What follows belongs to an exercise in optimizing a design on an open flow for small area, a short achievable clock period and few clock cycles per item; a production flow would make more cautious choices. In this exercise RTL edits were held to simulation tests only and were not proved equivalent to the original. Power figures rest on the tool's default switching activity, not on a simulated workload.

`config.mk`:
```
export PLATFORM = sky130hd
export DESIGN_NAME = cnnTop
export DESIGN_NICKNAME = cnnTop
export VERILOG_FILES = /design/flow/design.v
export SDC_FILE = /design/flow/constraint.sdc
export NUM_CORES = 4
export LEC_CHECK = 0
export CAP_MARGIN = 20
export CORE_MARGIN = 2
export CORE_UTILIZATION = 60
export CTS_BUF_LIST = sky130_fd_sc_hd__clkbuf_8
export CTS_CLUSTER_DIAMETER = 50
export CTS_CLUSTER_SIZE = 16
export SETUP_SLACK_MARGIN = 5
export SLEW_MARGIN = 20
```
`constraint.sdc`:
```
create_clock -name core_clock -period 8.0 [get_ports {i_clk}]
set_input_delay 1.6000 -clock core_clock [delete_from_list [all_inputs] [get_ports {i_clk}]]
set_output_delay 1.6000 -clock core_clock [all_outputs]
set_load 0.01 [all_outputs]
```
`design.v`:
```
`timescale 1ns/1ps
module cnnTop (
    input  logic                            i_clk,
    input  logic                            i_rstN,
    input  logic                            i_wrEn,
    input  logic [6-1:0]          i_wrAddr,
    input  logic [8-1:0]           i_wrData,
    input  logic                            i_start,
    output logic                            o_busy,
    output logic                            o_done,
    output logic signed [24-1:0] o_result,
    output logic                            o_led
);
    function automatic logic [17:0] csaSum(input logic [17:0] a, b, c);
        csaSum = a ^ b ^ c;
    endfunction
    function automatic logic [17:0] csaCry(input logic [17:0] a, b, c);
        csaCry = ((a & b) | (a & c) | (b & c)) << 1;
    endfunction
    logic [3:0] rstPipe;
    always_ff @(posedge i_clk) begin
        rstPipe <= {rstPipe[2:0], !i_rstN};
    end
    logic                   wrQ;
    logic [6-1:0] addrQ;
    logic [8-1:0]  dataQ;
    always_ff @(posedge i_clk) begin
        if (!i_rstN) wrQ <= 1'b0;
        else         wrQ <= i_wrEn;
        addrQ <= i_wrAddr;
        dataQ <= i_wrData;
    end
    logic [8-1:0] mem [64];
    logic [8-1:0] memData;
    assign memData = dataQ & {8{!rstPipe[0]}};
    always_ff @(posedge i_clk) begin
        for (int p = 0; p < 64; p++) begin
            if (rstPipe[0] || (wrQ && addrQ == 6'(p))) mem[p] <= memData;
        end
    end
    logic                  wr1;
    logic [8-1:0] oldPix;
    logic [8-1:0] newPix;
    logic                  r0a, r7a, c0a, c7a;
    always_ff @(posedge i_clk) begin
        wr1    <= wrQ;
        oldPix <= mem[addrQ];
        newPix <= dataQ;
        r0a    <= addrQ[5:3] == 3'd0;
        r7a    <= addrQ[5:3] == 3'd7;
        c0a    <= addrQ[2:0] == 3'd0;
        c7a    <= addrQ[2:0] == 3'd7;
    end
    logic signed [8:0] diff;
    logic              r0, r7, c0, c7;
    logic              xs3, xs2, xs1, xn, ys2, ys1, ys0, yn, zs, cOne, cTwo;
    always_ff @(posedge i_clk) begin
        diff <= wr1 ? $signed({1'b0, newPix}) - $signed({1'b0, oldPix}) : 9'sd0;
        r0   <= r0a;
        r7   <= r7a;
        c0   <= c0a;
        c7   <= c7a;
        {xs3, xs2, xs1, xn, ys2, ys1, ys0, yn, zs, cOne, cTwo} <= '0;
        case ({r0a, r7a, c0a, c7a})
            4'b0000: {xs3, ys0, yn, cOne}       <= '1;
            4'b0010: {xs1, xn, cOne}            <= '1;
            4'b0001: {xs3, ys1}                 <= '1;
            4'b1000: {xs3, ys2, zs}             <= '1;
            4'b0100: {xs2, xn, ys0, yn, cOne, cTwo} <= '1;
            4'b1010: {xs2}                      <= '1;
            4'b1001: {xs3, ys2}                 <= '1;
            4'b0110: {xs3, xn, cOne}            <= '1;
            default: ;
        endcase
    end
    logic rb, cb;
    assign rb = r0 | r7;
    assign cb = c0 | c7;
    logic [5:0] dl;
    logic [5:0] x0, y0, x1, y1, x2, y2;
    logic [5:0] l0Sum, l0Cry, l1Sum, l1Cry, l2Sum, l2Cry;
    logic [5:0] l0, l1, l2;    
    logic [4:0] l3h;           
    logic [5:0] l0Fb, l1Fb, l2Fb;
    logic [4:0] l3Fb;
    assign dl = diff[5:0];
    assign x0 = (rb | cb) ? dl << 2 : dl << 3;
    assign y0 = (rb ^ cb) ? dl << 1 : (rb | cb) ? 6'd0 : dl;
    assign x1 = (cb ? dl << 1 : 6'd0) ^ {6{c0}};
    assign y1 = (cb && !rb ? dl : 6'd0) ^ {6{c0}};
    assign x2 = (rb ? dl << 1 : 6'd0) ^ {6{r0}};
    assign y2 = (rb && !cb ? dl : 6'd0) ^ {6{r0}};
    assign l0Fb = l0 & {6{!rstPipe[2]}};
    assign l1Fb = l1 & {6{!rstPipe[2]}};
    assign l2Fb = l2 & {6{!rstPipe[2]}};
    assign l3Fb = l3h & {5{!rstPipe[2]}};
    assign l0Sum = 6'(csaSum(18'(l0Fb), 18'(x0), 18'(y0)));
    assign l0Cry = 6'(csaCry(18'(l0Fb), 18'(x0), 18'(y0)));
    assign l1Sum = 6'(csaSum(18'(l1Fb), 18'(x1), 18'(y1)));
    assign l1Cry = 6'(csaCry(18'(l1Fb), 18'(x1), 18'(y1))) | 6'(c0);
    assign l2Sum = 6'(csaSum(18'(l2Fb), 18'(x2), 18'(y2)));
    assign l2Cry = 6'(csaCry(18'(l2Fb), 18'(x2), 18'(y2))) | 6'(r0);
    logic [12:0] d13, xq, yq, zq, tqSum, tqCry;
    logic [12:0] tq;
    assign d13 = 13'(diff);
    assign xq  = (((d13 << 3) & {13{xs3}}) | ((d13 << 2) & {13{xs2}}) | ((d13 << 1) & {13{xs1}})) ^ {13{xn}};
    assign yq  = (((d13 << 2) & {13{ys2}}) | ((d13 << 1) & {13{ys1}}) | (d13 & {13{ys0}})) ^ {13{yn}};
    assign zq  = d13 & {13{zs}};
    assign tqSum = 13'(csaSum(18'(xq), 18'(yq), 18'(zq)));
    assign tqCry = 13'(csaCry(18'(xq), 18'(yq), 18'(zq))) | 13'(cTwo);
    always_ff @(posedge i_clk) begin
        l0  <= l0Sum + l0Cry;
        l1  <= 6'(({l1Sum, 1'b1} + {l1Cry, c0}) >> 1);
        l2  <= 6'(({l2Sum, 1'b1} + {l2Cry, r0}) >> 1);
        l3h <= l3Fb + dl[4:0];
        tq  <= 13'(({tqSum, 1'b1} + {tqCry, cOne}) >> 1);
    end
    logic [17:0] q;
    logic [7:0]  cU;    
    logic [7:0]  cV;    
    always_ff @(posedge i_clk) begin
        q  <= (q & {18{!rstPipe[3]}}) + {{5{tq[12]}}, tq};
        cU <= 8'(l0) + {1'b0, l1, 1'b0};
        cV <= 8'(l2) + {1'b0, l2, 1'b0} + {2'b0, l3h, 1'b0};
    end
    logic [17:0] rSum, rCry, resFull;
    assign rSum    = csaSum(q, {10'h3ff, ~cU}, {10'd0, cV});
    assign rCry    = csaCry(q, {10'h3ff, ~cU}, {10'd0, cV});
    assign resFull = 18'(({rSum, 1'b1} + {rCry, 1'b1}) >> 1);
    logic       busy;
    logic [4:0] runPipe;
    logic       accept;
    assign accept = i_start && !busy;
    always_ff @(posedge i_clk) begin
        if (!i_rstN) begin
            busy     <= 1'b0;
            runPipe  <= '0;
            o_done   <= 1'b0;
            o_result <= '0;
        end else begin
            runPipe <= {runPipe[3:0], accept};
            o_done  <= runPipe[4];
            if (accept)      busy <= 1'b1;
            else if (o_done) busy <= 1'b0;
            if (runPipe[4]) o_result <= 24'($signed(resFull[17:6]));
        end
    end
    assign o_busy = busy;
    assign o_led  = o_result[24-1];
endmodule
```
`run.sh`:
```
#!/bin/bash
# synth_recipe.tcl (not shown) runs the flow's synth.tcl, then flattens the netlist and writes it again
# the make line also repeats each setting of config.mk as NAME=value (left out here)
make -C /OpenROAD-flow-scripts/flow DESIGN_CONFIG=/design/flow/config.mk WORK_HOME=/design/flow/orfs CLKGATE_MAP_FILE= SYNTH_SCRIPT=/design/flow/synth_recipe.tcl finish
```
==> results.py, run 1 <==
metrics = {
    "run_status": {
        "status": "finished clean",
    },
    "die": {
        "core_area_sq_um": 45500,
        "initial_core_util_pct": 61.0,
        "row_count": 78,
        "fp.dieW_um": 219,
        "die_h_um": 219,
        "io_pins": 45,
        "design.die.area_sq_um": 48000,
    },
    "final_layout": {
        "n_fill_cell": 3332,
        "layout_common_cells": "edfxtp_1 (512), a22oi_1 (221), nor2_1 (132)",
        "areaGrowthSynthToFinish_pct": 10.1,
        "drive_gt1_share_pct": 12.4,
        "n_antenna_cell": 0,
        "finalNetCount": 2236,
        "final_common_cell": "edfxtp_1",
        "utilization_pct": 67.2,
    },
    "grt": {
        "grt_overflow": 0,
        "use_met1_pct": 44.9,
        "grt_pass1_vias": 17022,
        "busiest_layer": "met2",
        "grt_pass1_wl_mm": 119,
        "use_met2_pct": 56.3,
        "antenna_found_initial": 1,
        "grt_usage_pct": 35.4,
        "use_met3_pct": 7.11,
        "grt_max_degree": 66,
    },
    "yosys": {
        "synth_top_area_share_pct": 55.4,
        "yosys_warnings": 2,
        "seq_area_frac_synth_pct": 66.4,
        "synth_fp_nets": 2132,
        "syn_area_sq_um": 27800,
        "netlist_top_cells_area": "edfxtp_1 (55%), dfxtp_1 (11%), a22oi_1 (6.0%)",
        "synth-seq-cells": 664,
        "yosysUniqueCellTypes": 69,
        "synthArstFlopShare_pct": 0,
        "ys.flop_type": "edfxtp_1",
        "synth_top_cell_by_area": "edfxtp_1",
        "synth_edf_count": 512,
        "synth.avg_cell_area_sq_um": 14.0,
        "synthCells": 1985,
    },
    "setup_path": {
        "r2r_cells": 5,
        "cp_data_arrival_time_ps": 3360,
        "end_kind": "flop",
        "r2r_slack_ps": 4970,
        "startpoint_type": "flop",
        "worstSetupPathType": "flop to flop",
        "crit_required_ps": 8320,
        "critPathMaxFanout": 9,
    },
    "timing": {
        "min_period_over_period_pct": 37.9,
        "setup_viol": 0,
        "tightest_slew_ps": 1200,
        "rsz0062_at_grt": "yes",
        "slew_viol_final": 0,
        "slew_headroom_pct": 19.7,
        "max_freq_ghz": 0.330,
        "timing.clock.skew_ps": 51.0,
        "fin_crit_ps": 3030,
        "hold_viol_final": 0,
        "fin_ws_ps": 4970,
        "finalSetupTns_ps": 0,
    },
    "place": {
        "port_buffers": 44,
        "dp_hpwl_mm": 56.6,
        "globalplace.congestion": 1.04,
        "preCtsSetupSlack_ps": 4490,
    },
    "routing": {
        "post_drt_wl_per_cell_um": 30.8,
        "post-route-drc-count": 0,
        "via_count": 18003,
        "drt_pass1_iterations": 6,
        "drt_wl_total_mm": 84.0,
        "drt-initial-drc-count": 2450,
        "vias_per_cell": 6.61,
        "drtAntennaViolNets": 0,
    },
    "cts": {
        "cts.clk_slew.worst_paths_ps": 100,
        "cts_sinks": 664,
        "root_buffer": "clkbuf_8",
        "clk_path_buf_depth": 3,
        "h-tree-depth": 2,
        "clk_latency_ps": 710,
        "cts_buffers": 56,
        "cts_tree": "yes",
    },
    "power": {
        "ir_drop_mv": 0.402,
        "p_comb_share_pct": 27.6,
        "p_leak_nw": 11.6,
        "p_int_mw": 5.98,
        "switching_share_pct": 31.9,
        "p_switching_mw": 2.80,
        "p_clk_share_pct": 22.0,
        "p_per_area_nw_per_um2": 287,
        "p_seq_share_pct": 50.4,
    },
    "worst_hold_path": {
        "hp-class": "flop to flop",
        "whs_path_depth": 0,
    },
    "flow_run": {
        "drv_cap": 0,
    },
}
==> synthesized netlist by cell type, drive strengths merged (33+ instances only) <==
library cell	n
ha	86
nor2b	41
a21o	84
inv	104
nand2	55
xor2	33
clkbuf	38
fa	43
dfxtp	152
xnor2	64
a22oi	223
a21oi	68
nor2	145
nand4	52
edfxtp	512
==> kinds of logic (layout without fill, tap and decap cells) <==
kind of cell | Yosys count | after routing | share of synthesized area (%)
AO/OA/AOI/OAI | 497 | 497 | 13.1
XOR/XNOR | 97 | 97 | 3.06
adder cells (fa/ha/maj) | 129 | 129 | 6.98
buffers and inverters | 174 | 313 | 2.58
flip-flops | 664 | 664 | 66.4
multiplexers | 17 | 17 | 0.649
AND/OR/NAND/NOR | 407 | 407 | 7.29
==> through the flow <==
step           area, sq um  std cells  power, mW  hold WS (ps)
6_report             30600       2724       8.78           335
5_1_grt              30600       2724       9.23           357
4_1_cts              30300       2704       8.73           335
3_5_place_dp         29100       2608       6.82           312
3_3_place_gp         29100       2608       6.76           312
2_1_floorplan        27800       1985       6.20           310
==> power by group through the flow <==
stage	combinational [mW]	sequential, mW	clock [mW]
6_report	2.42	4.42	1.94
2_1_floorplan	1.84	4.37	0
4_1_cts	2.35	4.44	1.94
3_5_place_dp	2.31	4.52	0
5_1_grt	2.71	4.46	2.07
3_3_place_gp	2.25	4.51	0
==> per-layer routing <==
metal	share of wire, %	up-vias
li1	-	7741
met1	36	8839
met2	47	1144
met3	10	277
met4	7.1	2
met5	0.013	-
==> critical path, stage by stage (launching register included) <==
cell and delay, ps:
dfxtp_1 520, and2b_1 250, nand2_1 130, nor2_1 850, buf_4 320, a21o_1 610
==> repair_timing <==
item / CTS / global route
hold buffers: 0 / 0
endpoints found under the setup margin: 52 / 27
pin swaps: 1 / 16
setup buffers: 3 / 20
gates resized for setup: 74 / 54
==> registers in the layout, indices dropped and copies added (netlist names), 4 cells and up <==
| name | flops |
|---|---|
| l0 | 6 |
| l1 | 6 |
| mem | 512 |
| newPix | 8 |
| runPipe | 5 |
| rstPipe | 4 |
| tq | 13 |
| cV | 8 |
| cU | 8 |
| addrQ | 6 |
| dataQ | 8 |
| q | 18 |
| diff | 9 |
| l3h | 5 |
| oldPix | 8 |
| l2 | 6 |
| o_result | 12 |
==> final timing paths <==
path,startpoint,endpoint
worst min register to register,rstPipe[1],rstPipe[2]
worst max-delay path,addrQ[1],mem[2][1]
worst max register to register,addrQ[1],mem[2][1]
worst min-delay path,rstPipe[1],rstPipe[2]
==> area by class of cell <==
class / count / area, sq um / share of cell area (%)
flip-flops and latches: 664 / 18500 / 60.5
multi-input cells: 1147 / 8940 / 29.3
repair buffers: 114 / 907 / 2.97
clock buffers: 56 / 771 / 2.52
well taps: 600 / 751 / 2.46
inverters: 106 / 408 / 1.33
clock inverters: 37 / 300 / 0.983
Testbench counts, summed over its fixed seeds: cycles 8,832, images 128.
==> run 2: changes to the inputs <==
--- a/config.mk
+++ b/config.mk
@@ -9,3 +9,3 @@
 export CORE_MARGIN = 2
-export CORE_UTILIZATION = 60
+export CORE_UTILIZATION = 70
 export CTS_BUF_LIST = sky130_fd_sc_hd__clkbuf_8
==> run 2 against run 1 <==
Effect of this change: count of clock-buffer cells in the layout fell by 2; sequential power about the same; clock skew about the same; highest routed layer unchanged.
==> results.py, run 2 <==
metrics = {
    "setup_path": {
        "critical_path.cell_chain": "nor2b_1, nand2_1, nor2_1, buf_4, a21o_1",
        "end_kind": "flop",
        "startpoint_type": "flop",
        "crit_required_ps": 8330,
        "worstSetupPathType": "flop to flop",
        "cp_data_arrival_time_ps": 3430,
        "r2r_slack_ps": 4890,
        "critPathMaxStageDelay_ps": 730,
        "critPathMaxFanout": 9,
        "cp_slowest_cell": "a21o_1",
    },
    "place": {
        "port_buffers": 44,
        "placed_area_sq_um": 29000,
        "dp_hpwl_mm": 57.1,
        "preCtsSetupSlack_ps": 4570,
        "post-place-cells": 2526,
        "globalplace.congestion": 1.04,
    },
    "routing": {
        "drt-initial-drc-count": 3470,
        "vias_per_cell": 7.10,
        "drt_wl_total_mm": 84.6,
        "post-route-drc-count": 0,
        "drt_pass1_iterations": 7,
        "post_drt_wl_per_cell_um": 32.1,
        "via_count": 18730,
        "drtAntennaViolNets": 0,
    },
    "yosys": {
        "synth_top_area_share_pct": 55.4,
        "synth_fp_nets": 2132,
        "synth_xor_area_share_pct": 3.06,
        "seq_area_frac_synth_pct": 66.4,
        "syn_area_sq_um": 27800,
        "ys.flop_type": "edfxtp_1",
        "yosys.area_share.simple_pct": 7.29,
        "synth.avg_cell_area_sq_um": 14.0,
        "synth_top_cell_by_area": "edfxtp_1",
        "yosys.area_share.adder_pct": 6.98,
        "yosysMostFrequentCell": "edfxtp_1",
        "synth_top_family_by_area": "compound AO/OA/AOI/OAI gates",
        "synth-seq-cells": 664,
        "yosys_warnings": 2,
        "synthCells": 1985,
        "synth_edf_count": 512,
        "synth_mux_area_share_pct": 0.649,
        "synth_common_cells": "edfxtp_1 (512), a22oi_1 (223), dfxtp_1 (152), nor2_1 (142), inv_1 (103)",
        "synth_compound_area_share_pct": 13.1,
        "synthArstFlopShare_pct": 0,
        "yosysUniqueCellTypes": 69,
        "netlist_top_cells_area": "edfxtp_1 (55%), dfxtp_1 (11%), a22oi_1 (6.0%)",
    },
    "cts": {
        "clk_latency_ps": 730,
        "cts_tree": "yes",
        "root_buffer": "clkbuf_8",
        "h-tree-depth": 2,
        "cts.clk_slew.worst_paths_ps": 90,
        "cts_hold_buf": 0,
        "cts_sinks": 664,
        "clk_path_buf_depth": 3,
        "cts_buffers": 53,
    },
    "grt": {
        "grt_pass1_vias": 17807,
        "grt_max_degree": 66,
        "grt_usage_pct": 41.8,
        "grt_pass1_wl_mm": 121,
        "antenna_found_initial": 4,
        "grt_overflow": 0,
    },
    "final_layout": {
        "final_common_cell": "edfxtp_1",
        "largest-register": "mem",
        "design_area_sq_um": 30400,
        "top_regs": "mem (512), q (18), tq (13)",
        "layout_common_cells": "edfxtp_1 (512), a22oi_1 (222), nor2_1 (130), dfxtp_1 (130), inv_1 (115)",
        "drive_gt1_share_pct": 12.4,
        "largest_reg_flops": 512,
        "areaGrowthSynthToFinish_pct": 9.56,
        "finalNetCount": 2230,
        "utilization_pct": 78.1,
        "final_cells": 2637,
    },
    "timing": {
        "timing.clock.skew_ps": 51.1,
        "finalSetupTns_ps": 0,
        "setup_viol": 0,
        "timing.hold.ws_ps": 338,
        "hold_viol_final": 0,
        "max_freq_ghz": 0.322,
        "min_period_over_period_pct": 38.8,
        "rsz0062_at_grt": "yes",
        "fin_crit_ps": 3110,
        "slew_viol_final": 0,
        "fin_ws_ps": 4890,
        "tightest_slew_ps": 1130,
        "slew_headroom_pct": 24.2,
    },
    "power": {
        "p_leak_nw": 11.5,
        "p_int_mw": 5.99,
        "p_switching_mw": 2.90,
        "p_clk_share_pct": 21.1,
        "finalPower_mw": 8.88,
        "p_comb_share_pct": 29.2,
        "p_per_area_nw_per_um2": 292,
        "switching_share_pct": 32.6,
        "p_seq_share_pct": 49.6,
        "ir_drop_mv": 0.259,
    },
    "run_status": {
        "status": "finished clean",
    },
    "die": {
        "io_pins": 45,
        "core_area_sq_um": 38900,
        "row_count": 72,
        "fp.dieW_um": 203,
        "die_h_um": 203,
        "design.die.area_sq_um": 41300,
        "initial_core_util_pct": 71.3,
    },
    "worst_hold_path": {
        "hp-class": "flop to flop",
    },
    "flow_run": {
        "drv_cap": 0,
    },
}
## run 2: cell counts after synthesis
No cell type changed its count.
## run 2: final timing paths
check | from | endpoint | cells past startpoint
max | addrQ[2] | mem[53][3] | 5
min | rstPipe[1] | rstPipe[2] | 0
max reg2reg | addrQ[2] | mem[53][3] | 5
min reg2reg | rstPipe[1] | rstPipe[2] | 0
## run 2: logic make-up after synthesis
logic type               after synthesis
flip-flops                           664
AO/OA/AOI/OAI                        497
AND/OR/NAND/NOR                      407
buffers and inverters                174
adder cells (fa/ha/maj)              129
XOR/XNOR                              97
multiplexers                          17
## run 2: critical path: cells and delay by family, from the launching register on
family	cells	cell delay [ps]
AND/OR/NAND/NOR	3	1110
buffers and inverters	1	350
AO/OA/AOI/OAI	1	730
flip-flops	1	540
## run 2: area by class of cell
| class | count | area, sq um |
|---|---|---|
| fillers | 2295 | 8510 |
| clock inverters | 35 | 278 |
| diodes | 2 | 5.00 |
| inverters | 106 | 408 |
| flip-flops and latches | 664 | 18500 |
| clock buffers | 54 | 743 |
| well taps | 518 | 648 |
| multi-input cells | 1147 | 8970 |
| repair buffers | 111 | 877 |
## run 2: power by group through the flow
stage                     sequential [mW]  clock (mW)  combinational [mW]
after floorplan                      4.37           0                1.84
after global placement               4.48           0                2.29
after detailed placement             4.49           0                2.37
after CTS                            4.41        1.85                2.42
after global routing                 4.44        1.98                2.86
final                                4.41        1.88                2.60
## run 2: metal layers
| layer | vias to the layer above | wire [um] | GRT usage, % |
|---|---|---|---|
| li1 | 7714 | - | - |
| met1 | 9036 | 29900 | 58.1 |
| met2 | 1663 | 34700 | 57.3 |
| met3 | 311 | 15500 | 18.9 |
| met4 | 6 | 4480 | 18.0 |
| met5 | - | 40 | 0.119 |
## run 2: repair_timing
item / in CTS / in global routing
resized for setup: 97 / 60
setup buffers: 8 / 12
gates cloned: 0 / 0
pin swaps: 1 / 18
endpoints found under the setup margin: 48 / 40
==> run 3: changes to the inputs <==
--- a/config.mk
+++ b/config.mk
@@ -9,3 +9,3 @@
 export CORE_MARGIN = 2
-export CORE_UTILIZATION = 70
+export CORE_UTILIZATION = 40
 export CTS_BUF_LIST = sky130_fd_sc_hd__clkbuf_8
==> run 3 against run 2 <==
Effect of this change: critical path type unchanged; total power up 4.2%; first-iteration DRC count down 28%; setup slack better by 140 ps; still clean on timing, DRC and antenna; register-to-register slack better by 140 ps; final cell count up 17%; clock power up 31%; utilization down 32 points; non-clock buffer count up 5; critical endpoint is now mem[30][3].
==> results.py, run 3 <==
metrics = {
    "run_status": {
        "status": "finished clean",
    },
    "power": {
        "ir_drop_mv": 0.225,
        "p_leak_nw": 11.8,
        "p_per_area_nw_per_um2": 294,
        "finalPower_mw": 9.26,
    },
    "routing": {
        "via_count": 17987,
        "drt_wl_total_mm": 87.1,
        "drt_pass1_iterations": 6,
        "post-route-drc-count": 0,
        "post_drt_wl_per_cell_um": 28.1,
        "drt-initial-drc-count": 2494,
        "drtAntennaViolNets": 0,
        "vias_per_cell": 5.81,
    },
    "yosys": {
        "yosysUniqueCellTypes": 69,
        "synth_common_cells": "edfxtp_1 (512), a22oi_1 (223), dfxtp_1 (152), nor2_1 (142), inv_1 (103)",
        "synth_edf_count": 512,
        "synthCells": 1985,
        "yosys_warnings": 2,
        "synth_fp_nets": 2132,
        "synth_top_cell_by_area": "edfxtp_1",
        "seq_area_frac_synth_pct": 66.4,
        "synthArstFlopShare_pct": 0,
        "syn_area_sq_um": 27800,
        "synth.avg_cell_area_sq_um": 14.0,
        "yosysMostFrequentCell": "edfxtp_1",
        "netlist_top_cells_area": "edfxtp_1 (55%), dfxtp_1 (11%), a22oi_1 (6.0%)",
        "ys.flop_type": "edfxtp_1",
        "synth_top_area_share_pct": 55.4,
        "synth-seq-cells": 664,
    },
    "grt": {
        "grt_usage_pct": 24.4,
        "grt_pass1_wl_mm": 124,
        "grt_max_degree": 66,
        "antenna_found_initial": 3,
        "grt_pass1_vias": 17374,
        "grt_overflow": 0,
    },
    "setup_path": {
        "worstSetupPathType": "flop to flop",
        "critPathMaxFanout": 9,
        "end_kind": "flop",
        "cp_data_arrival_time_ps": 3290,
        "startpoint_type": "flop",
        "crit_required_ps": 8320,
    },
    "final_layout": {
        "layout_common_cells": "edfxtp_1 (512), a22oi_1 (221), dfxtp_1 (132)",
        "largest-register": "mem",
        "top_regs": "mem (512), q (18), tq (13)",
        "areaGrowthSynthToFinish_pct": 13.7,
        "finalNetCount": 2253,
        "final_common_cell": "edfxtp_1",
        "largest_reg_flops": 512,
        "n_fill_cell": 6050,
        "drive_gt1_share_pct": 14.8,
    },
    "die": {
        "core_area_sq_um": 68600,
        "io_pins": 45,
        "die_h_um": 267,
        "fp.dieW_um": 267,
        "initial_core_util_pct": 40.5,
        "design.die.area_sq_um": 71500,
        "row_count": 96,
    },
    "place": {
        "port_buffers": 44,
        "preCtsSetupSlack_ps": 4340,
        "dp_hpwl_mm": 58.0,
        "globalplace.congestion": 0.984,
    },
    "cts": {
        "h-tree-depth": 3,
        "cts_sinks": 664,
        "root_buffer": "clkbuf_8",
        "clk_latency_ps": 750,
        "clk_path_buf_depth": 3,
        "cts.clk_slew.worst_paths_ps": 90,
        "cts_hold_buf": 0,
        "cts_buffers": 71,
        "cts_tree": "yes",
    },
    "timing": {
        "fin_crit_ps": 2970,
        "slew_headroom_pct": 23.2,
        "hold_viol_final": 0,
        "fin_ws_ps": 5030,
        "rsz0062_at_grt": "yes",
        "min_period_over_period_pct": 37.1,
        "tightest_slew_ps": 1150,
        "slew_viol_final": 0,
        "finalSetupTns_ps": 0,
        "max_freq_ghz": 0.337,
        "timing.clock.skew_ps": 73.2,
        "setup_viol": 0,
    },
    "worst_hold_path": {
        "hp-class": "flop to flop",
    },
    "flow_run": {
        "drv_cap": 0,
    },
}
run 3: cell counts after synthesis:
Identical to the previous run, type by type.
run 3: stage by stage:
stage	instance area (sq um)	cells	hold WS (ps)	util (%)
CTS	31200	3080	324	45.5
finish	31500	3096	329	46.0
global route	31500	3095	336	46.0
floorplan	27800	1985	310	-
global placement	29500	2944	312	43.0
detailed placement	29500	2944	312	43.0
run 3: cell type report:
| cell class | count | area (sq um) | area share, % |
|---|---|---|---|
| sequential | 664 | 18500 | 58.6 |
| multi-input combinational | 1147 | 9000 | 28.5 |
| tap | 931 | 1160 | 3.69 |
| clock buffer | 73 | 1000 | 3.19 |
| timing repair buffer | 116 | 905 | 2.87 |
| clock inverter | 56 | 574 | 1.82 |
| inverter | 106 | 405 | 1.29 |
| antenna | 3 | 7.51 | 0.0238 |
run 3: power breakdown:
group          switching, mW  leakage, nW  total [mW]  internal (mW)
Combinational           1.34         4.76        2.40           1.06
Clock                   1.37        0.800        2.46           1.09
Sequential             0.229         6.22        4.40           4.17
run 3: worst max-delay path, cell delays in order (launching register included):
cell and delay, ps:
dfxtp_1 580, and2b_1 240, nand3_1 190, nor2_2 830, a21o_1 770
run 3: final timing paths:
check,startpoint,end,slack (ps),depth (start not counted)
worst min register to register,rstPipe[1],rstPipe[2],330,0
worst max-delay path,addrQ[1],mem[30][3],5030,4
worst max register to register,addrQ[1],mem[30][3],5030,4
worst min-delay path,rstPipe[1],rstPipe[2],330,0
run 3: timing repair:
item	4_1_cts	5_1_grt
resized for setup	108	57
pin swaps	4	24
setup endpoints to repair	60	43
buffers inserted	7	13
hold endpoints to repair	0	0
run 3: logic make-up after synthesis:
kind of cell             synth area share [%]
flip-flops                               66.4
AO/OA/AOI/OAI                            13.1
AND/OR/NAND/NOR                          7.29
buffers and inverters                    2.58
adder cells (fa/ha/maj)                  6.98
XOR/XNOR                                 3.06
multiplexers                            0.649
run 3: layer usage:
metal  track usage (%)  wire length, um
met4              11.2             4520
met1              31.1            33500
met5                 0               14
met3              6.15             8580
met2              39.0            40400
==> run 4: changes to the inputs <==
--- a/config.mk
+++ b/config.mk
@@ -11,4 +11,4 @@
 export CTS_BUF_LIST = sky130_fd_sc_hd__clkbuf_8
-export CTS_CLUSTER_DIAMETER = 50
-export CTS_CLUSTER_SIZE = 16
+export CTS_CLUSTER_DIAMETER = 40
+export CTS_CLUSTER_SIZE = 20
 export SETUP_SLACK_MARGIN = 5
==> run 4 against run 3 <==
Effect of this change: non-clock buffer count down 4; largest power group unchanged; highest routed layer is now met4; utilization grew 0.97 points; critical endpoint is now o_result[16]; count of clock-buffer cells in the layout rose by 26; hold slack got worse by 1.5 ps.
==> results.py, run 4 <==
metrics = {
    "run_status": {
        "status": "finished clean",
    },
    "timing": {
        "finalSetupTns_ps": 0,
        "tightest_slew_ps": 1110,
        "timing.clock.skew_ps": 47.9,
        "max_freq_ghz": 0.329,
        "fin_crit_ps": 3040,
        "min_period_over_period_pct": 38.0,
        "fin_ws_ps": 4960,
        "setup_viol": 0,
        "rsz0062_at_grt": "yes",
        "slew_viol_final": 0,
        "hold_viol_final": 0,
        "slew_headroom_pct": 25.9,
    },
    "die": {
        "core_area_sq_um": 68600,
        "design.die.area_sq_um": 71500,
        "fp.dieW_um": 267,
        "io_pins": 45,
        "initial_core_util_pct": 40.5,
        "die_h_um": 267,
        "row_count": 96,
    },
    "power": {
        "finalPower_mw": 9.99,
        "p_leak_nw": 12.1,
        "p_switching_mw": 3.05,
        "p_clk_share_pct": 32.2,
        "p_int_mw": 6.94,
        "ir_drop_mv": 0.225,
        "p_comb_share_pct": 23.8,
        "switching_share_pct": 30.6,
        "p_seq_share_pct": 44.0,
        "p_per_area_nw_per_um2": 310,
    },
    "routing": {
        "drt_pass1_iterations": 5,
        "via_count": 18111,
        "drt-initial-drc-count": 2501,
        "post_drt_wl_per_cell_um": 27.8,
        "drt_wl_total_mm": 87.4,
        "vias_per_cell": 5.77,
        "post-route-drc-count": 0,
        "drtAntennaViolNets": 0,
    },
    "yosys": {
        "seq_area_frac_synth_pct": 66.4,
        "yosys_warnings": 2,
        "synth_edf_count": 512,
        "netlist_top_cells_area": "edfxtp_1 (55%), dfxtp_1 (11%), a22oi_1 (6.0%)",
        "syn_area_sq_um": 27800,
        "ys.flop_type": "edfxtp_1",
        "synth_common_cells": "edfxtp_1 (512), a22oi_1 (223), dfxtp_1 (152), nor2_1 (142), inv_1 (103)",
        "synth_top_cell_by_area": "edfxtp_1",
        "synthArstFlopShare_pct": 0,
        "yosysMostFrequentCell": "edfxtp_1",
        "yosysUniqueCellTypes": 69,
        "synthCells": 1985,
        "synth_fp_nets": 2132,
        "synth.avg_cell_area_sq_um": 14.0,
        "synth_top_area_share_pct": 55.4,
        "synth-seq-cells": 664,
    },
    "final_layout": {
        "largest-register": "mem",
        "areaGrowthSynthToFinish_pct": 16.1,
        "n_antenna_cell": 0,
        "regArea_sq_um": 18500,
        "largest_reg_flops": 512,
        "final_common_cell": "edfxtp_1",
        "top_regs": "mem (512), q (18), tq (13)",
        "utilization_pct": 47.0,
        "finalNetCount": 2274,
        "layout_common_cells": "edfxtp_1 (512), a22oi_1 (222), dfxtp_1 (132)",
        "multi_input_area_sq_um": 8950,
        "n_fill_cell": 6012,
        "drive_gt1_share_pct": 16.0,
    },
    "setup_path": {
        "cp_data_arrival_time_ps": 1440,
        "rr_endpoint": "oldPix[0]",
        "worstSetupPathType": "flop to output pin",
        "end_kind": "output pin",
        "crit_required_ps": 6400,
        "crit_end": "o_result[16]",
        "critPathMaxFanout": 4,
        "r2r_cells": 8,
        "r2r_start": "addrQ[1]",
        "startpoint_type": "flop",
        "cp-startpoint": "o_result[11]",
        "r2r_slack_ps": 4990,
    },
    "grt": {
        "grt_pass1_wl_mm": 125,
        "grt_pass1_vias": 17637,
        "grt_usage_pct": 24.5,
        "antenna_found_initial": 1,
        "grt_overflow": 0,
        "grt_max_degree": 66,
    },
    "cts": {
        "h-tree-depth": 3,
        "cts_sinks": 664,
        "clk_path_buf_depth": 3,
        "cts_buffers": 96,
        "cts_tree": "yes",
        "cts_hold_buf": 0,
        "cts.clk_slew.worst_paths_ps": 60,
        "root_buffer": "clkbuf_8",
        "clk_latency_ps": 730,
    },
    "place": {
        "globalplace.congestion": 0.984,
        "dp_hpwl_mm": 58.0,
        "port_buffers": 44,
        "preCtsSetupSlack_ps": 4340,
    },
    "worst_hold_path": {
        "hp-class": "flop to flop",
    },
    "flow_run": {
        "drv_cap": 0,
    },
}
==> run 4: cell type report <==
cell class / count / area share [%]
timing repair buffer: 112 / 2.80
tap: 931 / 3.62
multi-input combinational: 1147 / 27.8
clock inverter: 82 / 2.93
clock buffer: 99 / 4.23
inverter: 106 / 1.26
sequential: 664 / 57.4
==> run 4: through the flow <==
stage                     instance area (sq um)  hold WS [ps]  std cells
final                                     32200           327       3141
after global routing                      32200           334       3141
after CTS                                 32000           327       3132
after detailed placement                  29500           312       2944
after global placement                    29500           312       2944
after floorplan                           27800           310       1985
==> run 4: cell families (layout without fill, tap and decap cells) <==
logic type                 Yosys count  count (layout)  synth area share (%)
AOI/OAI and AO/OA                  497             497                  13.1
xor gates and xnor gates            97              97                  3.06
adders and majority gates          129             129                  6.98
buffers and inverters              174             399                  2.58
DFF                                664             664                  66.4
muxes                               17              17                 0.649
and+or+nand+nor                    407             407                  7.29
==> run 4: timing repair <==
item | CTS | global route
resized for setup | 88 | 54
hold endpoints to repair | 0 | 0
setup endpoints to repair | 61 | 48
pin swaps | 2 | 11
buffers inserted | 7 | 9
==> run 4: power groups by stage <==
stage | logic, mW | clock network, mW | registers, mW
2_1_floorplan | 1.84 | 0 | 4.37
3_3_place_gp | 2.24 | 0 | 4.48
3_5_place_dp | 2.30 | 0 | 4.49
4_1_cts | 2.33 | 3.25 | 4.41
5_1_grt | 2.68 | 3.38 | 4.44
6_report | 2.37 | 3.22 | 4.40
==> run 4: worst min-delay path by stage <==
stage	startpoint	end	depth (start not counted)
after floorplan	rstPipe[1]	rstPipe[2]	0
after global placement	rstPipe[1]	rstPipe[2]	0
after detailed placement	rstPipe[1]	rstPipe[2]	0
after CTS	rstPipe[1]	rstPipe[2]	0
after global routing	rstPipe[1]	rstPipe[2]	0
final	rstPipe[1]	rstPipe[2]	0
==> run 4: critical path, cell delays in order, from the launching register on <==
cell           delay [ps]
dfxtp_4               340
buf_4                 140
dlygate4sd2_1         270
==> run 4: per-layer routing <==
layer / up-vias / share of wire [%] / GRT usage, %
li1: 7864 / - / -
met3: 238 / 9.8 / 5.52
met4: 0 / 5.3 / 11.7
met5: - / 0 / 0
met2: 1058 / 47 / 39.8
met1: 8951 / 38 / 31.2
==> run 5: changes to the inputs <==
--- a/config.mk
+++ b/config.mk
@@ -10,5 +10,5 @@
 export CORE_UTILIZATION = 40
-export CTS_BUF_LIST = sky130_fd_sc_hd__clkbuf_8
-export CTS_CLUSTER_DIAMETER = 40
-export CTS_CLUSTER_SIZE = 20
+export CTS_BUF_LIST = sky130_fd_sc_hd__clkbuf_16
+export CTS_CLUSTER_DIAMETER = 80
+export CTS_CLUSTER_SIZE = 30
 export SETUP_SLACK_MARGIN = 5
==> run 5 against run 4 <==
Effect of this change: maximum frequency grew 1.1%; utilization shrank 1.5 points; clock power decreased by 34%; combinational power about the same; clock skew fell by 6.6 ps; largest cell class unchanged; register-to-register slack about the same; largest power group unchanged; setup slack improved by 33 ps; synthesized cell count did not move; still clean on timing, DRC and antenna; synthesized area is the same; global-route usage fell by 0.49 points.
==> results.py, run 5 <==
metrics = {
    "power": {
        "finalPower_mw": 8.92,
        "p_per_area_nw_per_um2": 286,
        "p_int_mw": 6.14,
        "p_seq_share_pct": 49.3,
        "p_comb_share_pct": 26.9,
        "p_leak_nw": 11.6,
        "p_switching_mw": 2.78,
        "ir_drop_mv": 0.225,
        "switching_share_pct": 31.2,
        "p_clk_share_pct": 23.9,
    },
    "yosys": {
        "syn_area_sq_um": 27800,
        "synth_mux_area_share_pct": 0.649,
        "synth_edf_count": 512,
        "synth.avg_cell_area_sq_um": 14.0,
        "yosys_warnings": 2,
        "synth_common_cells": "edfxtp_1 (512), a22oi_1 (223), dfxtp_1 (152), nor2_1 (142), inv_1 (103)",
        "yosys.area_share.simple_pct": 7.29,
        "netlist_top_cells_area": "edfxtp_1 (55%), dfxtp_1 (11%), a22oi_1 (6.0%)",
        "synthCells": 1985,
        "synth_fp_nets": 2132,
        "yosysUniqueCellTypes": 69,
        "synth_compound_area_share_pct": 13.1,
        "synth_top_area_share_pct": 55.4,
        "seq_area_frac_synth_pct": 66.4,
        "synth-seq-cells": 664,
        "synthArstFlopShare_pct": 0,
        "yosysMostFrequentCell": "edfxtp_1",
        "synth_top_family_by_area": "compound AO/OA/AOI/OAI gates",
        "yosys.area_share.adder_pct": 6.98,
        "synth_top_cell_by_area": "edfxtp_1",
        "synth_xor_area_share_pct": 3.06,
        "ys.flop_type": "edfxtp_1",
    },
    "cts": {
        "cts_sinks": 664,
        "clk_path_buf_depth": 3,
        "cts_hold_buf": 0,
        "h-tree-depth": 2,
        "cts_tree": "yes",
        "cts.clk_slew.worst_paths_ps": 100,
        "cts_buffers": 34,
        "clk_latency_ps": 620,
        "root_buffer": "clkbuf_16",
    },
    "routing": {
        "drt-initial-drc-count": 2361,
        "drt_wl_total_mm": 86.1,
        "vias_per_cell": 5.84,
        "via_count": 17646,
        "drt_pass1_iterations": 5,
        "post-route-drc-count": 0,
        "post_drt_wl_per_cell_um": 28.5,
        "drtAntennaViolNets": 0,
    },
    "timing": {
        "setup_viol": 0,
        "hold_viol_final": 0,
        "timing.clock.skew_ps": 41.2,
        "finalSetupTns_ps": 0,
        "slew_headroom_pct": 27.7,
        "timing.hold.ws_ps": 333,
        "fin_crit_ps": 3010,
        "tightest_slew_ps": 1080,
        "slew_viol_final": 0,
        "max_freq_ghz": 0.332,
        "fin_ws_ps": 4990,
        "min_period_over_period_pct": 37.6,
        "rsz0062_at_grt": "yes",
    },
    "setup_path": {
        "end_kind": "flop",
        "r2r_start": "addrQ[2]",
        "cp_data_arrival_time_ps": 3230,
        "startpoint_type": "flop",
        "critPathMaxFanout": 9,
        "worstSetupPathType": "flop to flop",
        "cp-startpoint": "addrQ[2]",
        "crit_required_ps": 8220,
    },
    "place": {
        "dp_hpwl_mm": 58.0,
        "port_buffers": 44,
        "post-place-cells": 2944,
        "preCtsSetupSlack_ps": 4340,
        "placed_area_sq_um": 29500,
        "globalplace.congestion": 0.984,
    },
    "worst_hold_path": {
        "holdCritStartpoint": "rstPipe[1]",
        "hp-class": "flop to flop",
    },
    "final_layout": {
        "design_area_sq_um": 31200,
        "layout_common_cells": "edfxtp_1 (512), a22oi_1 (221), dfxtp_1 (132)",
        "largest-register": "mem",
        "final_cells": 3023,
        "areaGrowthSynthToFinish_pct": 12.5,
        "drive_gt1_share_pct": 11.8,
        "utilization_pct": 45.5,
        "largest_reg_flops": 512,
        "top_regs": "mem (512), q (18), tq (13)",
        "final_common_cell": "edfxtp_1",
        "finalNetCount": 2216,
    },
    "run_status": {
        "status": "finished clean",
    },
    "die": {
        "row_count": 96,
        "fp.dieW_um": 267,
        "io_pins": 45,
        "core_area_sq_um": 68600,
        "design.die.area_sq_um": 71500,
        "initial_core_util_pct": 40.5,
        "die_h_um": 267,
    },
    "flow_run": {
        "drv_cap": 0,
    },
    "grt": {
        "grt_overflow": 0,
        "grt_usage_pct": 24.0,
        "grt_max_degree": 66,
        "grt_pass1_wl_mm": 122,
        "antenna_found_initial": 1,
        "grt_pass1_vias": 17052,
    },
}
==> run 5: cell types whose count changed in the layout (fill, tap and decap cells not counted), sizes merged <==
cell / previous run / this run
clkbuf: 101 / 37
clkinv: 34 / 10
inv: 132 / 113
bufinv: 15 / 1
dlygate4sd2: 14 / 21
clkinvlp: 7 / 4
buf: 73 / 71
diode: 0 / 1
==> run 5: timing repair <==
item                                    4_1_cts  5_1_grt
resized for setup                            71       63
cloned                                        0        0
buffers inserted                              6       14
endpoints found under the setup margin       60       44
pin swaps                                     2       26
hold endpoints to repair                      0        0
==> run 5: kinds of logic after synthesis <==
group | after synthesis
xor gates and xnor gates | 97
adders and majority gates | 129
and+or+nand+nor | 407
muxes | 17
buffers and inverters | 174
AOI/OAI and AO/OA | 497
DFF | 664
==> run 5: worst max-delay path, cell delays in order, from the launching register on <==
cell and delay (ps):
dfxtp_1 630, nor2b_1 330, nand2_1 180, nor2_2 590
buf_4 280, a21o_1 620
==> run 5: final cells by class <==
class / instances / area (sq um)
inverters: 106 / 405
clock inverters: 22 / 278
flip-flops and latches: 664 / 18500
repair buffers: 116 / 960
multi-input cells: 1147 / 9020
clock buffers: 36 / 901
fillers: 6055 / 37400
well taps: 931 / 1160
diodes: 1 / 2.50
==> run 5: metal layers <==
layer	global-route usage (%)	vias to the layer above	routed length [um]
met4	11.3	2	4730
met2	38.9	935	40200
met1	31.0	8828	33100
met5	0	-	12
li1	-	7683	-
met3	4.98	198	8070
==> run 5: path summary, 6_finish.rpt <==
kind,endpoint,slack [ps],cells past startpoint
worst max register to register,mem[53][0],4990,5
worst min-delay path,rstPipe[2],330,0
worst min register to register,rstPipe[2],330,0
worst max-delay path,mem[53][0],4990,5
==> run 5: power groups by stage <==
| stage | registers [mW] | clock network [mW] | logic [mW] |
|---|---|---|---|
| 2_1_floorplan | 4.37 | 0 | 1.84 |
| 3_3_place_gp | 4.48 | 0 | 2.24 |
| 3_5_place_dp | 4.49 | 0 | 2.30 |
| 4_1_cts | 4.41 | 2.14 | 2.33 |
| 5_1_grt | 4.44 | 2.24 | 2.70 |
| 6_report | 4.40 | 2.13 | 2.40 |
==> run 6: changes to the inputs <==
==> flow/run.sh (new file) <==
#!/bin/bash
# The standard layout, with clock tree synthesis told not to add dummy loads.
# The CTS arguments are otherwise those the standard flow builds from config.mk.
set -euo pipefail
export CTS_ARGS="-sink_clustering_enable -repair_clock_nets -sink_clustering_size 16 -sink_clustering_max_diameter 50 -buf_list sky130_fd_sc_hd__clkbuf_8 -dont_use_dummy_load"
bash standard.sh finish > standard_make.log 2>&1
==> standard.sh (new file) <==
#!/bin/bash
# synth_recipe.tcl (not shown) runs the flow's synth.tcl, then flattens the netlist and writes it again
# the make line also repeats each setting of config.mk as NAME=value (left out here)
make -C /OpenROAD-flow-scripts/flow DESIGN_CONFIG=/design/flow/config.mk WORK_HOME=/design/flow/orfs CLKGATE_MAP_FILE= SYNTH_SCRIPT=/design/flow/synth_recipe.tcl "${@:-finish}"
--- a/config.mk
+++ b/config.mk
@@ -9,6 +9,6 @@
 export CORE_MARGIN = 2
-export CORE_UTILIZATION = 40
-export CTS_BUF_LIST = sky130_fd_sc_hd__clkbuf_16
-export CTS_CLUSTER_DIAMETER = 80
-export CTS_CLUSTER_SIZE = 30
+export CORE_UTILIZATION = 50
+export CTS_BUF_LIST = sky130_fd_sc_hd__clkbuf_8
+export CTS_CLUSTER_DIAMETER = 50
+export CTS_CLUSTER_SIZE = 16
 export SETUP_SLACK_MARGIN = 5
removed: run.sh
==> run 6 against run 5 <==
Effect of this change: final area is 1.6% lower; routed wire length is 2.9% higher; sequential share of layout area is 1.0 points higher; clock power is 14% lower; global-route usage is 7.0 points higher; critical endpoint is now oldPix[3].
==> results.py, run 6 <==
metrics = {
    "setup_path": {
        "critPathMaxStageDelay_ps": 470,
        "r2r_slack_ps": 5030,
        "startpoint_type": "flop",
        "r2r_start": "addrQ[0]",
        "worstSetupPathType": "flop to flop",
        "crit_required_ps": 8500,
        "r2r_cells": 9,
        "cp_slowest_cell": "dfxtp_1",
        "critPathMaxFanout": 9,
        "rr_endpoint": "oldPix[3]",
        "cp_common_cell": "nand3_1",
        "end_kind": "flop",
        "cp_data_arrival_time_ps": 3480,
        "critical_path.cell_chain": "and2b_1, nand3_1, nor2_2, a22o_1, a221oi_2, nand3_1, nor4_1, buf_4, a21oi_1",
    },
    "cts": {
        "cts_sinks": 664,
        "cts_tree": "yes",
        "cts.clk_slew.worst_paths_ps": 80,
        "clk_latency_ps": 690,
        "cts_buffers": 66,
        "h-tree-depth": 3,
        "clk_path_buf_depth": 3,
        "cts_hold_buf": 0,
        "root_buffer": "clkbuf_8",
    },
    "die": {
        "die_h_um": 240,
        "initial_core_util_pct": 50.5,
        "design.die.area_sq_um": 57400,
        "io_pins": 45,
        "core_area_sq_um": 55000,
        "fp.dieW_um": 240,
        "row_count": 86,
    },
    "routing": {
        "drt_pass1_iterations": 7,
        "drt-initial-drc-count": 2690,
        "post_drt_wl_per_cell_um": 31.1,
        "highest_layer": "met5",
        "drt_wl_total_mm": 88.6,
        "post-route-drc-count": 0,
        "met1_length_mm": 36.4,
        "dr_wl_met2_mm": 37.5,
        "drtAntennaViolNets": 0,
        "via_count": 18104,
        "wl_met3_mm": 11.8,
        "vias_per_cell": 6.35,
    },
    "yosys": {
        "synth_mux_area_share_pct": 0.649,
        "synth_edf_count": 512,
        "synth_top_cell_by_area": "edfxtp_1",
        "yosys.area_share.adder_pct": 6.98,
        "yosysMostFrequentCell": "edfxtp_1",
        "ys.flop_type": "edfxtp_1",
        "yosysUniqueCellTypes": 69,
        "synth_common_cells": "edfxtp_1 (512), a22oi_1 (223), dfxtp_1 (152), nor2_1 (142), inv_1 (103)",
        "seq_area_frac_synth_pct": 66.4,
        "synth_compound_area_share_pct": 13.1,
        "netlist_top_cells_area": "edfxtp_1 (55%), dfxtp_1 (11%), a22oi_1 (6.0%)",
        "synthCells": 1985,
        "syn_area_sq_um": 27800,
        "synth_xor_area_share_pct": 3.06,
        "synth_top_area_share_pct": 55.4,
        "yosys_warnings": 2,
        "synthArstFlopShare_pct": 0,
        "synth_fp_nets": 2132,
        "synth.avg_cell_area_sq_um": 14.0,
        "yosys.area_share.simple_pct": 7.29,
        "synth_top_family_by_area": "compound AO/OA/AOI/OAI gates",
        "synth-seq-cells": 664,
    },
    "grt": {
        "grt_pass1_wl_mm": 124,
        "grt_usage_pct": 31.1,
        "grt_overflow": 0,
        "grt_pass1_vias": 16911,
        "antenna_found_initial": 2,
        "grt_max_degree": 66,
    },
    "final_layout": {
        "design_area_sq_um": 30700,
        "finalNetCount": 2251,
        "layout_common_cells": "edfxtp_1 (512), a22oi_1 (219), dfxtp_1 (132)",
        "largest-register": "mem",
        "top_regs": "mem (512), q (18), tq (13)",
        "final_common_cell": "edfxtp_1",
        "areaGrowthSynthToFinish_pct": 10.6,
        "drive_gt1_share_pct": 12.1,
        "largest_reg_flops": 512,
    },
    "worst_hold_path": {
        "whs_path_depth": 0,
        "hp-class": "flop to flop",
        "min_to": "rstPipe[2]",
        "holdCritStartpoint": "rstPipe[1]",
    },
    "timing": {
        "slew_headroom_pct": 29.0,
        "timing.hold.ws_ps": 304,
        "timing.clock.skew_ps": 89.7,
        "finalSetupTns_ps": 0,
        "hold_viol_final": 0,
        "min_period_over_period_pct": 37.2,
        "tightest_slew_ps": 1060,
        "rsz0062_at_grt": "yes",
        "fin_crit_ps": 2970,
        "slew_viol_final": 0,
        "max_freq_ghz": 0.336,
        "setup_viol": 0,
    },
    "power": {
        "p_leak_nw": 11.5,
        "p_per_area_nw_per_um2": 285,
        "ir_drop_mv": 0.180,
    },
    "place": {
        "port_buffers": 44,
        "placed_area_sq_um": 29300,
        "globalplace.congestion": 1.01,
        "dp_hpwl_mm": 59.9,
    },
    "run_status": {
        "status": "finished clean",
    },
    "flow_run": {
        "drv_cap": 0,
    },
}
-- run 6: cell counts after synthesis --
No cell type changed its count.
-- run 6: worst max-delay path by stage --
stage | from | end | depth (start not counted)
after floorplan | ys0 | tq[9] | 14
after global placement | ys0 | tq[9] | 13
after detailed placement | diff[0] | tq[9] | 12
after CTS | ys0 | tq[9] | 13
after global routing | xs3 | tq[12] | 13
final | addrQ[0] | oldPix[3] | 9
-- run 6: per-stage QoR --
stage | cells | power, mW | util, % | setup WS [ps]
2_1_floorplan | 1985 | 6.20 | - | 4980
3_3_place_gp | 2765 | 6.81 | 53.3 | 4600
3_5_place_dp | 2766 | 6.85 | 53.3 | 4550
4_1_cts | 2837 | 8.66 | 55.2 | 4920
5_1_grt | 2851 | 9.23 | 55.8 | 4960
6_report | 2851 | 8.75 | 55.8 | 5030
-- run 6: report_power, final --
group	internal, mW	switching, mW
clock network	0.738	1.10
logic	1.09	1.42
registers	4.17	0.234
-- run 6: worst max-delay path, delay by kind of cell (launching register included) --
kind / cells / cell delay, ps
AOI/OAI and AO/OA: 3 / 750
DFF: 1 / 470
and+or+nand+nor: 5 / 1310
buffers and inverters: 1 / 250
-- run 6: cells by family (layout without fill, tap and decap cells) --
family                   Yosys count  after routing
flip-flops                       664            664
AO/OA/AOI/OAI                    497            497
AND/OR/NAND/NOR                  407            407
buffers and inverters            174            291
adder cells (fa/ha/maj)          129            129
XOR/XNOR                          97             97
multiplexers                      17             17
other                              0              1
-- run 6: per-layer routing --
layer  track usage [%]  up-vias
met5                 0        -
met4              8.77        2
met3              8.46      175
met2              45.0     1227
met1              46.0     8989
li1                  -     7711
-- run 6: cell type report --
class | count | area (sq um)
fill | 4483 | 24300
sequential | 664 | 18500
multi-input combinational | 1147 | 8980
timing repair buffer | 119 | 975
tap | 748 | 936
clock buffer | 66 | 908
inverter | 106 | 408
antenna | 1 | 2.50
-- run 6: what timing repair did --
| item | CTS | global route |
|---|---|---|
| buffers inserted | 5 | 13 |
| setup endpoints to repair | 50 | 25 |
| pin swaps | 3 | 30 |
| gates resized for setup | 66 | 54 |
==> run 7: changes to the inputs <==
--- a/config.mk
+++ b/config.mk
@@ -9,3 +9,3 @@
 export CORE_MARGIN = 2
-export CORE_UTILIZATION = 50
+export CORE_UTILIZATION = 40
 export CTS_BUF_LIST = sky130_fd_sc_hd__clkbuf_8
==> run 7 against run 6 <==
Effect of this change: combinational power shrank 6%; synthesized area is the same; final cell count grew 6.3%; highest routed layer unchanged; hold slack lost 6.6 ps; die area grew 25%.
==> results.py, run 7 <==
metrics = {
    "setup_path": {
        "worstSetupPathType": "flop to flop",
        "cp_data_arrival_time_ps": 3570,
        "critPathMaxStageDelay_ps": 470,
        "cp_top_family": "compound AO/OA/AOI/OAI gates",
        "crit_required_ps": 8570,
        "critical_path.cell_chain": "buf_6, nor2_4, fa_1, ha_1, a21o_1, a21oi_4, o21bai_1, a211o_1, buf_4, a31oi_4, o21ai_1, a21oi_1, xnor2_1",
        "critPathBufInv": 2,
        "startpoint_type": "flop",
        "end_kind": "flop",
        "cp_slowest_cell": "fa_1",
        "critPathMaxFanout": 6,
    },
    "final_layout": {
        "areaGrowthSynthToFinish_pct": 11.3,
        "largest_reg_flops": 512,
        "finalNetCount": 2249,
        "drive_gt1_share_pct": 11.7,
        "n_antenna_cell": 0,
        "utilization_pct": 45.1,
        "largest-register": "mem",
        "n_fill_cell": 6092,
        "top_regs": "mem (512), q (18), tq (13)",
        "regArea_sq_um": 18500,
        "final_common_cell": "edfxtp_1",
        "multi_input_area_sq_um": 8950,
        "layout_common_cells": "edfxtp_1 (512), a22oi_1 (221), dfxtp_1 (132)",
    },
    "yosys": {
        "synth_fp_nets": 2132,
        "synth_edf_count": 512,
        "synth_common_cells": "edfxtp_1 (512), a22oi_1 (223), dfxtp_1 (152), nor2_1 (142), inv_1 (103)",
        "synth_top_area_share_pct": 55.4,
        "yosysUniqueCellTypes": 69,
        "ys.flop_type": "edfxtp_1",
        "seq_area_frac_synth_pct": 66.4,
        "syn_area_sq_um": 27800,
        "synthCells": 1985,
        "yosys_warnings": 2,
        "synth_top_cell_by_area": "edfxtp_1",
        "synthArstFlopShare_pct": 0,
        "yosysMostFrequentCell": "edfxtp_1",
        "synth.avg_cell_area_sq_um": 14.0,
        "netlist_top_cells_area": "edfxtp_1 (55%), dfxtp_1 (11%), a22oi_1 (6.0%)",
        "synth-seq-cells": 664,
    },
    "routing": {
        "vias_per_cell": 5.88,
        "drt-initial-drc-count": 2581,
        "post-route-drc-count": 0,
        "post_drt_wl_per_cell_um": 28.6,
        "via_count": 17829,
        "drtAntennaViolNets": 0,
        "drt_wl_total_mm": 86.6,
        "drt_pass1_iterations": 5,
    },
    "timing": {
        "tightest_slew_ps": 1120,
        "max_freq_ghz": 0.334,
        "fin_crit_ps": 3000,
        "timing.clock.skew_ps": 129,
        "hold_viol_final": 0,
        "slew_viol_final": 0,
        "slew_headroom_pct": 24.9,
        "rsz0062_at_grt": "yes",
        "finalSetupTns_ps": 0,
        "min_period_over_period_pct": 37.4,
        "setup_viol": 0,
        "timing.hold.ws_ps": 297,
    },
    "die": {
        "design.die.area_sq_um": 71500,
        "fp.dieW_um": 267,
        "core_area_sq_um": 68600,
        "io_pins": 45,
        "initial_core_util_pct": 40.5,
        "row_count": 96,
        "die_h_um": 267,
    },
    "grt": {
        "grt_overflow": 0,
        "grt_pass1_vias": 17208,
        "grt_usage_pct": 24.3,
        "grt_max_degree": 66,
        "grt_pass1_wl_mm": 123,
        "antenna_found_initial": 1,
    },
    "worst_hold_path": {
        "hp-class": "flop to flop",
    },
    "cts": {
        "h-tree-depth": 3,
        "cts_buffers": 71,
        "cts_tree": "yes",
        "cts_hold_buf": 0,
        "cts.clk_slew.worst_paths_ps": 90,
        "clk_path_buf_depth": 3,
        "clk_latency_ps": 730,
        "root_buffer": "clkbuf_8",
        "cts_sinks": 664,
    },
    "place": {
        "dp_hpwl_mm": 58.0,
        "port_buffers": 44,
        "globalplace.congestion": 0.984,
    },
    "power": {
        "p_leak_nw": 11.5,
        "finalPower_mw": 8.68,
        "ir_drop_mv": 0.225,
        "p_per_area_nw_per_um2": 281,
    },
    "flow_run": {
        "drv_cap": 0,
    },
    "run_status": {
        "status": "finished clean",
    },
}
## run 7: cell type report
class                   count  area share, %
multi-input cells        1147           29.0
inverters                 106           1.30
clock buffers              71           3.16
repair buffers            112           2.98
well taps                 931           3.77
flip-flops and latches    664           59.8
## run 7: cells by family after synthesis
| family | count (synthesis) | synth area share (%) |
|---|---|---|
| flops | 664 | 66.4 |
| compound gates | 497 | 13.1 |
| simple gates | 407 | 7.29 |
| buf+inv | 174 | 2.58 |
| fa+ha+maj | 129 | 6.98 |
| xor+xnor | 97 | 3.06 |
| mux | 17 | 0.649 |
## run 7: stage by stage
stage,instances,setup slack [ps],area [sq um]
after floorplan,1985,4980,27800
after global placement,2944,4380,29500
after detailed placement,2944,4340,29500
after CTS,3018,4920,30600
after global routing,3031,4830,30900
final,3031,5000,30900
## run 7: power by group
| group | switching [mW] | internal (mW) | total [mW] |
|---|---|---|---|
| clock | 1.11 | 0.789 | 1.90 |
| sequential | 0.229 | 4.17 | 4.40 |
| combinational | 1.33 | 1.05 | 2.38 |
## run 7: path summary, 6_finish.rpt
check             cells past startpoint  slack, ps         to  startpoint
hold reg to reg                       0        300  newPix[0]    dataQ[0]
setup / recovery                     13       5000     tq[12]     diff[0]
setup reg to reg                     13       5000     tq[12]     diff[0]
hold / removal                        0        300  newPix[0]    dataQ[0]
## run 7: repair_timing
item                       in CTS  in global routing
pin swaps                       4                 17
setup endpoints to repair      60                 34
buffers inserted                3                 13
gates resized for setup        70                 46
## run 7: per-layer routing
layer | wire (um) | global-route usage, %
met1 | 32900 | 31.1
met2 | 40600 | 39.3
met3 | 8820 | 5.79
met4 | 4260 | 10.6
met5 | 16 | 0
==> run 8: changes to the inputs <==
==> flow/run.sh (replaced) <==
#!/bin/bash
# The standard layout, with clock tree synthesis told not to add dummy loads.
# The CTS arguments are otherwise those the standard flow builds from config.mk.
set -euo pipefail
export CTS_ARGS="-sink_clustering_enable -repair_clock_nets -sink_clustering_size 30 -sink_clustering_max_diameter 80 -buf_list sky130_fd_sc_hd__clkbuf_16 -dont_use_dummy_load"
bash standard.sh finish > standard_make.log 2>&1
--- a/config.mk
+++ b/config.mk
@@ -8,7 +8,6 @@
 export CAP_MARGIN = 20
+export CELL_PAD_IN_SITES_DETAIL_PLACEMENT = 0
+export CELL_PAD_IN_SITES_GLOBAL_PLACEMENT = 0
 export CORE_MARGIN = 2
 export CORE_UTILIZATION = 40
-export CTS_BUF_LIST = sky130_fd_sc_hd__clkbuf_8
-export CTS_CLUSTER_DIAMETER = 50
-export CTS_CLUSTER_SIZE = 16
 export SETUP_SLACK_MARGIN = 5
==> run 8 against run 7 <==
Effect of this change: utilization is 0.16 points lower; clock skew is 55 ps lower; sequential power hardly changed; die area stayed put; total power is 0.89% lower; largest cell class unchanged; combinational power hardly changed; highest routed layer is now met4; first-iteration DRC count is 2.6% lower; register-to-register slack better by 40 ps; sequential cell count stayed put; global-route usage is 0.25 points lower; clock power is 4% lower.
==> results.py, run 8 <==
metrics = {
    "final_layout": {
        "largest_reg_flops": 512,
        "top_regs": "mem (512), q (18), tq (13)",
        "design_area_sq_um": 30800,
        "drive_gt1_share_pct": 10.3,
        "largest-register": "mem",
        "utilization_pct": 44.9,
        "final_common_cell": "edfxtp_1",
        "n_fill_cell": 6072,
        "finalNetCount": 2211,
        "layout_common_cells": "edfxtp_1 (512), a22oi_1 (221), dfxtp_1 (132)",
        "areaGrowthSynthToFinish_pct": 10.9,
    },
    "setup_path": {
        "worstSetupPathType": "flop to flop",
        "end_kind": "flop",
        "startpoint_type": "flop",
        "crit_required_ps": 8180,
        "cp_data_arrival_time_ps": 3130,
        "critPathMaxFanout": 9,
    },
    "cts": {
        "cts_buffers": 34,
        "root_buffer": "clkbuf_16",
        "cts_sinks": 664,
        "h-tree-depth": 2,
        "clk_path_buf_depth": 3,
        "clk_latency_ps": 610,
        "cts.clk_slew.worst_paths_ps": 110,
        "cts_tree": "yes",
    },
    "grt": {
        "grt_usage_pct": 24.0,
        "grt_pass1_vias": 16934,
        "grt_pass1_wl_mm": 122,
        "antenna_found_initial": 0,
        "grt_overflow": 0,
        "grt_max_degree": 66,
    },
    "power": {
        "p_comb_share_pct": 27.8,
        "switching_share_pct": 30.4,
        "p_leak_nw": 11.4,
        "p_switching_mw": 2.62,
        "p_seq_share_pct": 51.1,
        "p_per_area_nw_per_um2": 279,
        "p_int_mw": 5.99,
        "p_clk_share_pct": 21.1,
        "ir_drop_mv": 0.221,
    },
    "routing": {
        "drt_wl_total_mm": 86.0,
        "vias_per_cell": 5.88,
        "post-route-drc-count": 0,
        "drt_pass1_iterations": 6,
        "drt-initial-drc-count": 2513,
        "post_drt_wl_per_cell_um": 28.7,
        "via_count": 17610,
        "drtAntennaViolNets": 0,
    },
    "die": {
        "initial_core_util_pct": 40.5,
        "row_count": 96,
        "fp.dieW_um": 267,
        "io_pins": 45,
        "design.die.area_sq_um": 71500,
        "core_area_sq_um": 68600,
        "die_h_um": 267,
    },
    "timing": {
        "fin_crit_ps": 2950,
        "timing.clock.skew_ps": 74.4,
        "min_period_over_period_pct": 36.9,
        "hold_viol_final": 0,
        "tightest_slew_ps": 1130,
        "finalSetupTns_ps": 0,
        "slew_headroom_pct": 24.5,
        "setup_viol": 0,
        "fin_ws_ps": 5050,
        "slew_viol_final": 0,
        "max_freq_ghz": 0.338,
        "rsz0062_at_grt": "yes",
    },
    "yosys": {
        "synth_top_area_share_pct": 55.4,
        "synthArstFlopShare_pct": 0,
        "ys.flop_type": "edfxtp_1",
        "yosys_warnings": 2,
        "synth_top_cell_by_area": "edfxtp_1",
        "synth.avg_cell_area_sq_um": 14.0,
        "synth-seq-cells": 664,
        "yosysUniqueCellTypes": 69,
        "synth_fp_nets": 2132,
        "synth_edf_count": 512,
        "netlist_top_cells_area": "edfxtp_1 (55%), dfxtp_1 (11%), a22oi_1 (6.0%)",
        "synthCells": 1985,
        "syn_area_sq_um": 27800,
        "synth_common_cells": "edfxtp_1 (512), a22oi_1 (223), dfxtp_1 (152), nor2_1 (142), inv_1 (103)",
        "yosysMostFrequentCell": "edfxtp_1",
        "seq_area_frac_synth_pct": 66.4,
    },
    "worst_hold_path": {
        "hp-class": "flop to flop",
    },
    "flow_run": {
        "drv_cap": 0,
    },
    "place": {
        "globalplace.congestion": 0.984,
        "dp_hpwl_mm": 58.0,
        "port_buffers": 44,
        "placed_area_sq_um": 29500,
        "preCtsSetupSlack_ps": 4340,
    },
    "run_status": {
        "status": "finished clean",
    },
}
## run 8: power groups by stage
| stage | Sequential, mW | Clock, mW | Combinational, mW |
|---|---|---|---|
| 6_report | 4.40 | 1.82 | 2.39 |
| 3_3_place_gp | 4.48 | 0 | 2.24 |
| 5_1_grt | 4.44 | 1.92 | 2.69 |
| 3_5_place_dp | 4.49 | 0 | 2.30 |
| 2_1_floorplan | 4.37 | 0 | 1.84 |
| 4_1_cts | 4.41 | 1.83 | 2.33 |
## run 8: area by class of cell
cell class	count	area, sq um	area share [%]
sequential	664	18500	60.0
multi-input combinational	1147	8980	29.2
timing repair buffer	111	913	2.97
inverter	106	403	1.31
antenna	1	2.50	0.00813
clock buffer	34	851	2.76
tap	931	1160	3.78
## run 8: logic make-up after synthesis
family	count (synthesis)	share of synthesized area (%)
compound gates	497	13.1
xor+xnor	97	3.06
fa+ha+maj	129	6.98
buf+inv	174	2.58
flops	664	66.4
mux	17	0.649
simple gates	407	7.29
## run 8: what timing repair did
| item | 4_1_cts | 5_1_grt |
|---|---|---|
| resized for setup | 71 | 44 |
| hold buffers | 0 | 0 |
| endpoints found under the setup margin | 62 | 28 |
| buffers inserted | 5 | 10 |
| pin swaps | 3 | 18 |
## run 8: per-layer routing
metal	vias to the layer above	share of wire (%)	wire length, um	track usage, %
met2	1034	47	40300	38.9
met3	187	9.6	8270	4.11
li1	7655	-	-	-
met1	8734	38	33100	31.6
met4	0	5.1	4350	11.1
met5	-	0	0	0
## run 8: final timing paths
check	end	startpoint	slack (ps)	cells after the start
worst max-delay path	mem[53][0]	addrQ[2]	5050	5
worst min-delay path	rstPipe[2]	rstPipe[1]	320	0
worst max register to register	mem[53][0]	addrQ[2]	5050	5
worst min register to register	rstPipe[2]	rstPipe[1]	320	0
## run 8: worst max-delay path: stages (launching register included)
cell     delay [ps]
dfxtp_1         620
nor2b_1         320
nand2_1         170
nor2_2          570
buf_4           280
a21o_1          600
## run 8: per-stage QoR
| step | total power, mW | hold WS (ps) | cells |
|---|---|---|---|
| 2_1_floorplan | 6.20 | 310 | 1985 |
| 3_3_place_gp | 6.72 | 312 | 2944 |
| 3_5_place_dp | 6.78 | 312 | 2944 |
| 4_1_cts | 8.57 | 323 | 2983 |
| 5_1_grt | 9.05 | 330 | 2993 |
| 6_report | 8.60 | 323 | 2994 |

re-timing with driven ports:
The results above use ideal ports. As a check the final layouts listed here were re-extracted and re-timed, cells and wires unchanged.
Step 1 sets driving cells, clkbuf_16 on the clock port and buf_2 on the other inputs (assumed; they add their load-dependent delay and slew).
Step 2 moves the port delays by t, midway between the first and last clock arrival at a register: inputs arrive t later, outputs are due t later. That takes back most of the time a late clock gives input paths.
Slacks: ideal ports / drivers / drivers and shift; pairs: ideal ports / drivers.
run | t (ns) | slack for setup (ns) | hold WS [ns] | clock arrival spread, ns | slew at the worst register clock pin (ns)
run 1 | 0.741 | 4.966 / 4.966 / 4.966 | 0.335 / 0.335 / 0.335 | 0.054 / 0.054 | 0.11 / 0.11
run 2 | 0.760 | 4.892 / 4.892 / 4.892 | 0.338 / 0.338 / 0.338 | 0.053 / 0.053 | 0.11 / 0.11
run 3 | 0.758 | 5.029 / 5.018 / 5.029 | 0.329 / 0.329 / 0.329 | 0.093 / 0.093 | 0.11 / 0.11
run 4 | 0.767 | 4.959 / 4.900 / 4.991 | 0.327 / 0.327 / 0.327 | 0.052 / 0.052 | 0.08 / 0.08
run 5 | 0.651 | 4.992 / 4.950 / 4.992 | 0.333 / 0.333 / 0.333 | 0.055 / 0.055 | 0.12 / 0.12
run 6 | 0.689 | 5.026 / 5.026 / 5.001 | 0.304 / 0.304 / 0.304 | 0.120 / 0.120 | 0.10 / 0.10
run 7 | 0.710 | 5.005 / 5.005 / 5.005 | 0.297 / 0.297 / 0.297 | 0.146 / 0.146 | 0.10 / 0.10
run 8 | 0.621 | 5.045 / 5.045 / 5.045 | 0.323 / 0.323 / 0.323 | 0.104 / 0.103 | 0.12 / 0.12
After both steps every run listed still meets setup and hold. The setup slack of run 6, which loses most, moves by 0.000 ns with the drivers and by -0.025 ns with both steps.
